Context: an optimization exercise on an open-source flow, tuned for small area. The choices shown serve that exercise and are no tape-out recipe.
In this exercise RTL edits were held to simulation tests only and were not proved equivalent to the original.

==> flow/design.v <==
`timescale 1ns/1ps
package ex_pkg;
  localparam int unsigned xlen       = 32;
  localparam int unsigned reg_addr_w = 6;    
  typedef enum logic [3:0] {
    ALU_ADD  = 4'd0,
    ALU_SUB  = 4'd1,
    ALU_AND  = 4'd2,
    ALU_OR   = 4'd3,
    ALU_XOR  = 4'd4,
    ALU_SLL  = 4'd5,
    ALU_SRL  = 4'd6,
    ALU_SRA  = 4'd7,
    ALU_SLT  = 4'd8,
    ALU_SLTU = 4'd9,
    ALU_EQ   = 4'd10,    
    ALU_NE   = 4'd11,
    ALU_LT   = 4'd12,
    ALU_GE   = 4'd13
  } alu_op_e;
  typedef enum logic [1:0] {
    MULT_MUL   = 2'd0,
    MULT_MAC   = 2'd1,
    MULT_DOT8  = 2'd2,   
    MULT_DOT16 = 2'd3    
  } mult_op_e;
endpackage
`timescale 1ns/1ps
package rnn_pkg;
  localparam int unsigned n_wspr = 4;    
  localparam int unsigned n_aspr = 2;    
  localparam int unsigned wspr_sel_w = 2;
  localparam int unsigned aspr_sel_w = 1;
  localparam int unsigned tosprw_w = 3;
  localparam int unsigned tospra_w = 2;
endpackage
`timescale 1ns/1ps
import ex_pkg::*;
module ex_alu (
  input  ex_pkg::alu_op_e            operator_i,
  input  logic [ex_pkg::xlen-1:0]    operand_a_i,
  input  logic [ex_pkg::xlen-1:0]    operand_b_i,
  output logic [ex_pkg::xlen-1:0]    result_o,
  output logic                       comparison_result_o
);
  logic [4:0] shamt;
  logic       is_equal;
  logic       lt_signed;
  logic       lt_unsigned;
  assign shamt       = operand_b_i[4:0];
  assign is_equal    = (operand_a_i == operand_b_i);
  assign lt_signed   = ($signed(operand_a_i) < $signed(operand_b_i));
  assign lt_unsigned = (operand_a_i < operand_b_i);
  always_comb begin
    case (operator_i)
      ALU_EQ:  comparison_result_o = is_equal;
      ALU_NE:  comparison_result_o = ~is_equal;
      ALU_LT:  comparison_result_o = lt_signed;
      ALU_GE:  comparison_result_o = ~lt_signed;
      default: comparison_result_o = 1'b0;
    endcase
  end
  always_comb begin
    case (operator_i)
      ALU_ADD:  result_o = operand_a_i + operand_b_i;
      ALU_SUB:  result_o = operand_a_i - operand_b_i;
      ALU_AND:  result_o = operand_a_i & operand_b_i;
      ALU_OR:   result_o = operand_a_i | operand_b_i;
      ALU_XOR:  result_o = operand_a_i ^ operand_b_i;
      ALU_SLL:  result_o = operand_a_i << shamt;
      ALU_SRL:  result_o = operand_a_i >> shamt;
      ALU_SRA:  result_o = $unsigned($signed(operand_a_i) >>> shamt);
      ALU_SLT:  result_o = {{(xlen-1){1'b0}}, lt_signed};
      ALU_SLTU: result_o = {{(xlen-1){1'b0}}, lt_unsigned};
      ALU_EQ, ALU_NE, ALU_LT, ALU_GE: begin
        result_o = {{(xlen-1){1'b0}}, comparison_result_o};
      end
      default:  result_o = '0;
    endcase
  end
endmodule
`timescale 1ns/1ps
import ex_pkg::*;
module ex_mult (
  input  ex_pkg::mult_op_e           operator_i,
  input  logic [ex_pkg::xlen-1:0]    op_a_i,
  input  logic [ex_pkg::xlen-1:0]    op_b_i,
  input  logic [ex_pkg::xlen-1:0]    op_c_i,
  input  logic [ex_pkg::xlen-1:0]    dot_op_a_i,
  input  logic [ex_pkg::xlen-1:0]    dot_op_b_i,
  input  logic                       dot_spr_operand_i,
  input  logic [ex_pkg::xlen-1:0]    wspr_i,
  input  logic [ex_pkg::xlen-1:0]    aspr_i,
  output logic [ex_pkg::xlen-1:0]    result_o
);
  logic        [xlen-1:0] dot_a;
  logic        [xlen-1:0] dot_b;
  logic        [xlen-1:0] mul_low;
  logic signed [xlen-1:0] dot8_sum;
  logic signed [xlen-1:0] dot16_sum;
  assign dot_a = dot_spr_operand_i ? aspr_i : dot_op_a_i;
  assign dot_b = dot_spr_operand_i ? wspr_i : dot_op_b_i;
  assign mul_low = op_a_i * op_b_i;    
  always_comb begin : dot8_lanes
    logic signed [15:0] lane_prod;
    dot8_sum = $signed(op_c_i);
    for (int i = 0; i < 4; i++) begin
      lane_prod = $signed(dot_a[8*i +: 8]) * $signed(dot_b[8*i +: 8]);
      dot8_sum  = dot8_sum + lane_prod;    
    end
  end
  always_comb begin : dot16_lanes
    logic signed [31:0] lane_prod;
    dot16_sum = $signed(op_c_i);
    for (int i = 0; i < 2; i++) begin
      lane_prod = $signed(dot_a[16*i +: 16]) * $signed(dot_b[16*i +: 16]);
      dot16_sum = dot16_sum + lane_prod;
    end
  end
  always_comb begin
    case (operator_i)
      MULT_MUL:   result_o = mul_low;
      MULT_MAC:   result_o = mul_low + op_c_i;
      MULT_DOT8:  result_o = $unsigned(dot8_sum);
      MULT_DOT16: result_o = $unsigned(dot16_sum);
      default:    result_o = '0;
    endcase
  end
endmodule
`timescale 1ns/1ps
import ex_pkg::*;
import rnn_pkg::*;
module rnn_spr_file (
  input  logic                             clk,
  input  logic                             rst_n,
  input  logic [ex_pkg::xlen-1:0]          wdata_i,
  input  logic                             wspr_we_i,
  input  logic [rnn_pkg::wspr_sel_w-1:0]   wspr_waddr_i,
  input  logic                             aspr_we_i,
  input  logic [rnn_pkg::aspr_sel_w-1:0]   aspr_waddr_i,
  input  logic [rnn_pkg::wspr_sel_w-1:0]   wspr_raddr_i,
  input  logic [rnn_pkg::aspr_sel_w-1:0]   aspr_raddr_i,
  output logic [ex_pkg::xlen-1:0]          wspr_o,
  output logic [ex_pkg::xlen-1:0]          aspr_o
);
  logic [xlen-1:0] wspr_q [n_wspr];
  logic [xlen-1:0] aspr_q [n_aspr];
  always_ff @(posedge clk or negedge rst_n) begin
    if (!rst_n) begin
      for (int i = 0; i < n_wspr; i++) begin
        wspr_q[i] <= '0;
      end
      for (int i = 0; i < n_aspr; i++) begin
        aspr_q[i] <= '0;
      end
    end else begin
      if (wspr_we_i) wspr_q[wspr_waddr_i] <= wdata_i;    
      if (aspr_we_i) aspr_q[aspr_waddr_i] <= wdata_i;    
    end
  end
  assign wspr_o = wspr_q[wspr_raddr_i];
  assign aspr_o = aspr_q[aspr_raddr_i];
endmodule
`timescale 1ns/1ps
import ex_pkg::*;
import rnn_pkg::*;
module ex_writeback (
  input  logic                             clk,
  input  logic                             rst_n,
  input  logic                             alu_en_i,
  input  logic                             mult_en_i,
  input  logic                             csr_access_i,
  input  logic                             lsu_en_i,
  input  logic                             dot_spr_operand_i,
  input  logic [ex_pkg::xlen-1:0]          alu_result_i,
  input  logic [ex_pkg::xlen-1:0]          mult_result_i,
  input  logic [ex_pkg::xlen-1:0]          csr_rdata_i,
  input  logic                             regfile_alu_we_i,
  input  logic [ex_pkg::reg_addr_w-1:0]    regfile_alu_waddr_i,
  input  logic                             regfile_we_i,
  input  logic [ex_pkg::reg_addr_w-1:0]    regfile_waddr_i,
  input  logic [rnn_pkg::tosprw_w-1:0]     lsu_tosprw_ex_i,
  input  logic [rnn_pkg::tospra_w-1:0]     lsu_tospra_ex_i,
  input  logic [ex_pkg::xlen-1:0]          lsu_rdata_i,
  input  logic                             lsu_err_i,
  input  logic                             lsu_ready_ex_i,
  input  logic                             wb_ready_i,
  input  logic                             branch_in_ex_i,
  output logic                             regfile_alu_we_fw_o,
  output logic [ex_pkg::reg_addr_w-1:0]    regfile_alu_waddr_fw_o,
  output logic [ex_pkg::xlen-1:0]          regfile_alu_wdata_fw_o,
  output logic                             regfile_we_wb_o,
  output logic [ex_pkg::reg_addr_w-1:0]    regfile_waddr_wb_o,
  output logic [ex_pkg::xlen-1:0]          regfile_wdata_wb_o,
  output logic                             wspr_we_o,
  output logic [rnn_pkg::wspr_sel_w-1:0]   wspr_waddr_o,
  output logic                             aspr_we_o,
  output logic [rnn_pkg::aspr_sel_w-1:0]   aspr_waddr_o,
  output logic                             compute_load_vliw_o,
  output logic                             ex_ready_o,
  output logic                             ex_valid_o
);
  logic                  load_compute;
  logic                  regfile_we_lsu;
  logic [reg_addr_w-1:0] regfile_waddr_lsu;
  logic [tosprw_w-1:0]   tosprw_wb;
  logic [tospra_w-1:0]   tospra_wb;
  logic                  dot_spr_operand_wb;
  logic [xlen-1:0]       mult_result_q;
  assign load_compute        = dot_spr_operand_i & mult_en_i;
  assign compute_load_vliw_o = load_compute;
  assign regfile_alu_we_fw_o    = regfile_alu_we_i;
  assign regfile_alu_waddr_fw_o = regfile_alu_waddr_i;
  always_comb begin
    regfile_alu_wdata_fw_o = '0;
    if (load_compute) begin
      regfile_alu_wdata_fw_o = alu_result_i;    
    end else if (csr_access_i) begin
      regfile_alu_wdata_fw_o = csr_rdata_i;
    end else if (mult_en_i) begin
      regfile_alu_wdata_fw_o = mult_result_i;
    end else if (alu_en_i) begin
      regfile_alu_wdata_fw_o = alu_result_i;
    end
  end
  always_ff @(posedge clk or negedge rst_n) begin
    if (!rst_n) begin
      regfile_we_lsu     <= 1'b0;
      regfile_waddr_lsu  <= '0;
      tosprw_wb          <= '0;
      tospra_wb          <= '0;
      dot_spr_operand_wb <= 1'b0;
      mult_result_q      <= '0;
    end else if (ex_valid_o) begin
      regfile_we_lsu     <= regfile_we_i & ~lsu_err_i;
      tosprw_wb          <= lsu_tosprw_ex_i;
      tospra_wb          <= lsu_tospra_ex_i;
      dot_spr_operand_wb <= dot_spr_operand_i;
      mult_result_q      <= mult_result_i;
      if (regfile_we_i && !lsu_err_i) begin
        regfile_waddr_lsu <= regfile_waddr_i;    
      end
    end else if (wb_ready_i) begin
      regfile_we_lsu <= 1'b0;    
    end
  end
  assign regfile_we_wb_o    = regfile_we_lsu;
  assign regfile_waddr_wb_o = regfile_waddr_lsu;
  assign regfile_wdata_wb_o = dot_spr_operand_wb ? mult_result_q : lsu_rdata_i;
  assign wspr_we_o    = regfile_we_lsu & tosprw_wb[0];
  assign wspr_waddr_o = tosprw_wb[tosprw_w-1:1];
  assign aspr_we_o    = regfile_we_lsu & tospra_wb[0];
  assign aspr_waddr_o = tospra_wb[tospra_w-1:1];
  assign ex_ready_o = (lsu_ready_ex_i & wb_ready_i) | branch_in_ex_i;
  assign ex_valid_o = (alu_en_i | mult_en_i | csr_access_i | lsu_en_i)
                      & lsu_ready_ex_i & wb_ready_i;
endmodule
`timescale 1ns/1ps
import ex_pkg::*;
import rnn_pkg::*;
module ex_stage (
  input  logic                             clk,
  input  logic                             rst_n,
  input  logic [3:0]                       alu_operator_i,
  input  logic [ex_pkg::xlen-1:0]          alu_operand_a_i,
  input  logic [ex_pkg::xlen-1:0]          alu_operand_b_i,
  input  logic [ex_pkg::xlen-1:0]          alu_operand_c_i,
  input  logic                             alu_en_i,
  input  logic [1:0]                       mult_operator_i,
  input  logic [ex_pkg::xlen-1:0]          mult_operand_a_i,
  input  logic [ex_pkg::xlen-1:0]          mult_operand_b_i,
  input  logic [ex_pkg::xlen-1:0]          mult_operand_c_i,
  input  logic                             mult_en_i,
  input  logic [ex_pkg::xlen-1:0]          mult_dot_op_a_i,
  input  logic [ex_pkg::xlen-1:0]          mult_dot_op_b_i,
  input  logic                             dot_spr_operand_i,
  input  logic                             lsu_en_i,
  input  logic [ex_pkg::xlen-1:0]          lsu_rdata_i,
  input  logic [rnn_pkg::tosprw_w-1:0]     lsu_tosprw_ex_i,
  input  logic [rnn_pkg::tospra_w-1:0]     lsu_tospra_ex_i,
  input  logic                             lsu_ready_ex_i,
  input  logic                             lsu_err_i,
  output logic                             compute_load_vliw_o,
  input  logic                             branch_in_ex_i,
  input  logic [ex_pkg::reg_addr_w-1:0]    regfile_alu_waddr_i,
  input  logic                             regfile_alu_we_i,
  input  logic                             regfile_we_i,
  input  logic [ex_pkg::reg_addr_w-1:0]    regfile_waddr_i,
  input  logic                             csr_access_i,
  input  logic [ex_pkg::xlen-1:0]          csr_rdata_i,
  output logic [ex_pkg::reg_addr_w-1:0]    regfile_waddr_wb_o,
  output logic                             regfile_we_wb_o,
  output logic [ex_pkg::xlen-1:0]          regfile_wdata_wb_o,
  output logic [ex_pkg::reg_addr_w-1:0]    regfile_alu_waddr_fw_o,
  output logic                             regfile_alu_we_fw_o,
  output logic [ex_pkg::xlen-1:0]          regfile_alu_wdata_fw_o,
  output logic [ex_pkg::xlen-1:0]          jump_target_o,
  output logic                             branch_decision_o,
  output logic                             ex_ready_o,
  output logic                             ex_valid_o,
  input  logic                             wb_ready_i
);
  logic [xlen-1:0]       alu_result;
  logic                  alu_cmp_result;
  logic [xlen-1:0]       mult_result;
  logic [xlen-1:0]       wspr;
  logic [xlen-1:0]       aspr;
  logic                  wspr_we;
  logic [wspr_sel_w-1:0] wspr_waddr;
  logic                  aspr_we;
  logic [aspr_sel_w-1:0] aspr_waddr;
  assign branch_decision_o = alu_cmp_result;
  assign jump_target_o     = alu_operand_c_i;
  ex_alu u_alu (
    .operator_i          (alu_operator_i),
    .operand_a_i         (alu_operand_a_i),
    .operand_b_i         (alu_operand_b_i),
    .result_o            (alu_result),
    .comparison_result_o (alu_cmp_result)
  );
  ex_mult u_mult (
    .operator_i        (mult_operator_i),
    .op_a_i            (mult_operand_a_i),
    .op_b_i            (mult_operand_b_i),
    .op_c_i            (mult_operand_c_i),
    .dot_op_a_i        (mult_dot_op_a_i),
    .dot_op_b_i        (mult_dot_op_b_i),
    .dot_spr_operand_i (dot_spr_operand_i),
    .wspr_i            (wspr),
    .aspr_i            (aspr),
    .result_o          (mult_result)
  );
  rnn_spr_file u_spr (
    .clk          (clk),
    .rst_n        (rst_n),
    .wdata_i      (lsu_rdata_i),
    .wspr_we_i    (wspr_we),
    .wspr_waddr_i (wspr_waddr),
    .aspr_we_i    (aspr_we),
    .aspr_waddr_i (aspr_waddr),
    .wspr_raddr_i (lsu_tosprw_ex_i[tosprw_w-1:1]),
    .aspr_raddr_i (lsu_tospra_ex_i[tospra_w-1:1]),
    .wspr_o       (wspr),
    .aspr_o       (aspr)
  );
  ex_writeback u_wb (
    .clk                    (clk),
    .rst_n                  (rst_n),
    .alu_en_i               (alu_en_i),
    .mult_en_i              (mult_en_i),
    .csr_access_i           (csr_access_i),
    .lsu_en_i               (lsu_en_i),
    .dot_spr_operand_i      (dot_spr_operand_i),
    .alu_result_i           (alu_result),
    .mult_result_i          (mult_result),
    .csr_rdata_i            (csr_rdata_i),
    .regfile_alu_we_i       (regfile_alu_we_i),
    .regfile_alu_waddr_i    (regfile_alu_waddr_i),
    .regfile_we_i           (regfile_we_i),
    .regfile_waddr_i        (regfile_waddr_i),
    .lsu_tosprw_ex_i        (lsu_tosprw_ex_i),
    .lsu_tospra_ex_i        (lsu_tospra_ex_i),
    .lsu_rdata_i            (lsu_rdata_i),
    .lsu_err_i              (lsu_err_i),
    .lsu_ready_ex_i         (lsu_ready_ex_i),
    .wb_ready_i             (wb_ready_i),
    .branch_in_ex_i         (branch_in_ex_i),
    .regfile_alu_we_fw_o    (regfile_alu_we_fw_o),
    .regfile_alu_waddr_fw_o (regfile_alu_waddr_fw_o),
    .regfile_alu_wdata_fw_o (regfile_alu_wdata_fw_o),
    .regfile_we_wb_o        (regfile_we_wb_o),
    .regfile_waddr_wb_o     (regfile_waddr_wb_o),
    .regfile_wdata_wb_o     (regfile_wdata_wb_o),
    .wspr_we_o              (wspr_we),
    .wspr_waddr_o           (wspr_waddr),
    .aspr_we_o              (aspr_we),
    .aspr_waddr_o           (aspr_waddr),
    .compute_load_vliw_o    (compute_load_vliw_o),
    .ex_ready_o             (ex_ready_o),
    .ex_valid_o             (ex_valid_o)
  );
endmodule
==> flow/run.sh <==
#!/bin/bash
# synth_recipe.tcl (not shown) runs the flow's synth.tcl, then flattens the netlist and writes it again
# the make line also repeats each setting of config.mk as NAME=value (left out here)
make -C /OpenROAD-flow-scripts/flow DESIGN_CONFIG=/design/flow/config.mk WORK_HOME=/design/flow/orfs CLKGATE_MAP_FILE= SYNTH_SCRIPT=/design/flow/synth_recipe.tcl finish
==> flow/config.mk <==
export PLATFORM = sky130hd
export DESIGN_NAME = ex_stage
export DESIGN_NICKNAME = ex_stage
export VERILOG_FILES = /design/flow/design.v
export SDC_FILE = /design/flow/constraint.sdc
export NUM_CORES = 4
export LEC_CHECK = 0
export CAP_MARGIN = 20
export CORE_MARGIN = 2
export CORE_UTILIZATION = 40
export SLEW_MARGIN = 20
==> flow/constraint.sdc <==
create_clock -name core_clock -period 22.0 [get_ports {clk}]
set_input_delay 4.4000 -clock core_clock [delete_from_list [all_inputs] [get_ports {clk}]]
set_output_delay 4.4000 -clock core_clock [all_outputs]
set_load 0.01 [all_outputs]
==> reports/qor.txt <==
Starting DRT DRC Count: 5776
Post-Synth XOR/XNOR Area: 0.0267
share of cells above drive strength 1: 0.0797
final std cells w/o fill: 10500
Crit. End Element: primary output
Placeable Area: 181000 µm²
clk sinks: 237
Final Skew: 0.0482 ns
largest family of logic cells by synthesized area: adder cells
post-synthesis compound-gate area fraction: 0.0865
Vias: 58300
Warnings, synthesis: 6
Row Count: 156
Pre-antenna DRT Iters: 6
Final setup viols: 0
Top Ports: 470
max-slew violations: 0
dpl hpwl: 253 mm
port bufs: 391
layout net count: 10500
die height: 432 µm
hold slack final: 0.478 ns
unrepaired setup endpoints after global routing: false
PostCTS Resize Cnt: 0
Routed Antenna Nets: 0
outcome: timing/DRC/antenna clean
unique cell type count in the Yosys netlist: 100
Adder-Cell Fraction of Synth Area: 0.495
CTS tree: done
setup TNS: 0 ns
Register Area: 5930 µm²
filler instances: 17700
worst path required time: 17.60 ns
clock latency on the worst-skew pair: 0.59 ns
dpl cells: 10400
Slew headroom: 0.213
Area after DPL: 79600 µm²
critical path arrival: 16.21 ns
WL final: 296 mm
post-synthesis cell count: 7901
Top FF cell, synth: dfrtp_1
CTS H-tree depth: 1
fin crit share: 0.937
gr usage total: 0.319
Util after Layout: 0.444
initial antenna violation count: 26
largest net degree at the start of global routing: 92
Crit Path Class: in -> out
Worst Hold Class: reg -> reg
clock period minus worst slack: 20.61 ns
die area: 186000 µm²
final instance area: 80500 µm²
Final Wtd Congestion: 1.08
Synth Net Count: 10300
die width: 432 µm
simple-gate area share of the yosys netlist: 0.107
area of the multi-input gates: 58800 µm²
Synth Register Bits: 237
first-pass GRT wire length: 428 mm
mux cell area share after synthesis: 0.0860
ys async rst share: 1.00
worst slew pin tran: 1.17 ns
setup ws final: 1.39 ns
via count of the first global-routing pass: 60800
mean post-synth cell area: 9.26 µm²
Max Fclk: 0.0485 GHz
Reg clk slew, reported paths: 0.06 ns
CTS Hold Bufs: 0
most frequent cells in the layout: 1871 x inv_1, 1492 x fa_1, 886 x nand2_1
Initial Util: 0.404
CTS Buf Count: 26
dpl ws: 1.28 ns
Worst setup SP type: input pin
vias per inst: 5.55
EDFF count, synth: 0
Setup Buffers After CTS: 0
Root Buffer: clkbuf_16
register area share after synthesis: 0.0810
DRC violations left: 0
max_cap viols: 0
Max clock buf depth: 3
number of hold violations in the final report: 0
Syn-to-layout area delta: 10.0%
Wirelength per Cell: 28.2 µm
GRT overflow: 0
crit-path max FO: 19
Mapped Area: 73200 µm²
commonest non-fill, non-tap cell in the layout: inv_1
[per-layer routing]
layer	vias to the layer above	track usage	share of wire
li1	24800	-	-
met1	30400	0.423	0.40
met2	2546	0.498	0.45
met3	553	0.0554	0.076
met4	8	0.173	0.067
met5	-	0	0.00015
[cell type report]
cell class / count / area share
multi-input cells: 5433 / 0.730
inverters: 1876 / 0.0875
flip-flops and latches: 237 / 0.0737
repair buffers: 525 / 0.0606
well taps: 2370 / 0.0368
clock buffers: 38 / 0.00963
clock inverters: 9 / 0.00157
diodes: 19 / 0.000590
[worst paths after layout]
check,start,to,slack (ns),cells past startpoint
setup / recovery,lsu_tosprw_ex_i[1],regfile_alu_wdata_fw_o[31],1.39,28
hold / removal,u_wb.dot_spr_operand_wb$_DFFE_PN0P_,u_wb.dot_spr_operand_wb$_DFFE_PN0P_,0.48,2
setup reg to reg,u_spr.wspr_q[3][16]$_DFFE_PN0P_,u_wb.mult_result_q[31]$_DFFE_PN0P_,10.94,26
hold reg to reg,u_wb.dot_spr_operand_wb$_DFFE_PN0P_,u_wb.dot_spr_operand_wb$_DFFE_PN0P_,0.48,2
max in group asynchronous,rst_n,u_spr.aspr_q[1][23]$_DFFE_PN0P_,16.03,3
min in group asynchronous,rst_n,u_spr.aspr_q[0][4]$_DFFE_PN0P_,3.85,1
[registers in the layout, summed over array words and instances (netlist names)]
signal	count
u_wb.regfile_waddr_lsu	6
u_wb.dot_spr_operand_wb	1
u_wb.mult_result_q	32
u_spr.wspr_q	128
u_spr.aspr_q	64
u_wb.tospra_wb	2
u_wb.tosprw_wb	3
u_wb.regfile_we_lsu	1
[Yosys cell counts, drive strengths merged (17+ instances only)]
| library cell | count | area [µm²] |
|---|---|---|
| o211ai | 28 | 225 |
| a21o | 96 | 722 |
| o21ai | 197 | 997 |
| or3 | 19 | 119 |
| a31oi | 28 | 175 |
| nand2 | 886 | 3330 |
| xnor2 | 175 | 1530 |
| mux2i | 101 | 1010 |
| buf | 118 | 679 |
| a22oi | 27 | 203 |
| a21oi | 252 | 1290 |
| nand2b | 28 | 175 |
| inv | 1873 | 7030 |
| o21bai | 25 | 188 |
| and3 | 20 | 125 |
| o31ai | 17 | 160 |
| mux4 | 97 | 2180 |
| nor2b | 28 | 175 |
| xor2 | 48 | 420 |
| a211oi | 39 | 303 |
| nand3 | 44 | 220 |
| a211o | 19 | 166 |
| o221ai | 19 | 173 |
| nor3 | 59 | 305 |
| dfrtp | 237 | 5930 |
| a221oi | 24 | 210 |
| mux2 | 275 | 3100 |
| and2 | 202 | 1260 |
| fa | 1493 | 29900 |
| nor2 | 463 | 1740 |
| o21a | 30 | 225 |
| clkbuf | 237 | 890 |
| ha | 509 | 6370 |
[kinds of logic after synthesis]
logic type      Yosys count
compound gates          934
xor+xnor                223
fa+ha+maj              2002
buf+inv                2231
flops                   237
mux                     473
simple gates           1801
[worst max-delay path, stage by stage]
cell	delay, ns
buf_2	0.52
mux4_2	0.65
mux2i_1	0.89
nor2_1	0.43
fa_1	0.85
inv_1	0.17
fa_1	0.67
fa_1	0.65
fa_1	0.76
inv_1	0.32
fa_1	0.55
inv_1	0.05
fa_1	0.52
inv_1	0.05
fa_1	0.47
inv_1	0.05
fa_1	0.47
inv_1	0.04
ha_1	0.44
nand4_1	0.19
o31ai_1	0.58
a41oi_2	0.21
a21oi_1	0.46
a31oi_1	0.17
xnor2_1	0.23
o221a_1	0.41
a211oi_1	0.36
clkdlybuf4s50_1	0.60

## static timing again, ports no longer ideal
In the flow no input, the clock included, has a driving cell. The finished layout below was timed again as built, in two steps.
Step 1 assumes that a clkbuf_16 drives the clock port and a buf_2 every other input.
Step 2 moves the port delays by t, midway between the first and last clock arrival at a register: inputs arrive t later, outputs are due t later. That takes back most of the time a late clock gives input paths.
Slacks: ideal / step 1 / step 2; pairs: ideal / step 1.
t (ns): 0.636
setup slack, ns: 1.387 / 1.354 / 1.354
hold slack, ns: 0.478 / 0.478 / 0.478
slew at the worst register clock pin (ns): 0.07 / 0.07
worst data-port slew with drivers (ns): 0.16
After both steps this run still meets setup and hold. For this run, drivers alone change the setup slack by -0.033 ns; drivers and shift together by -0.033 ns.
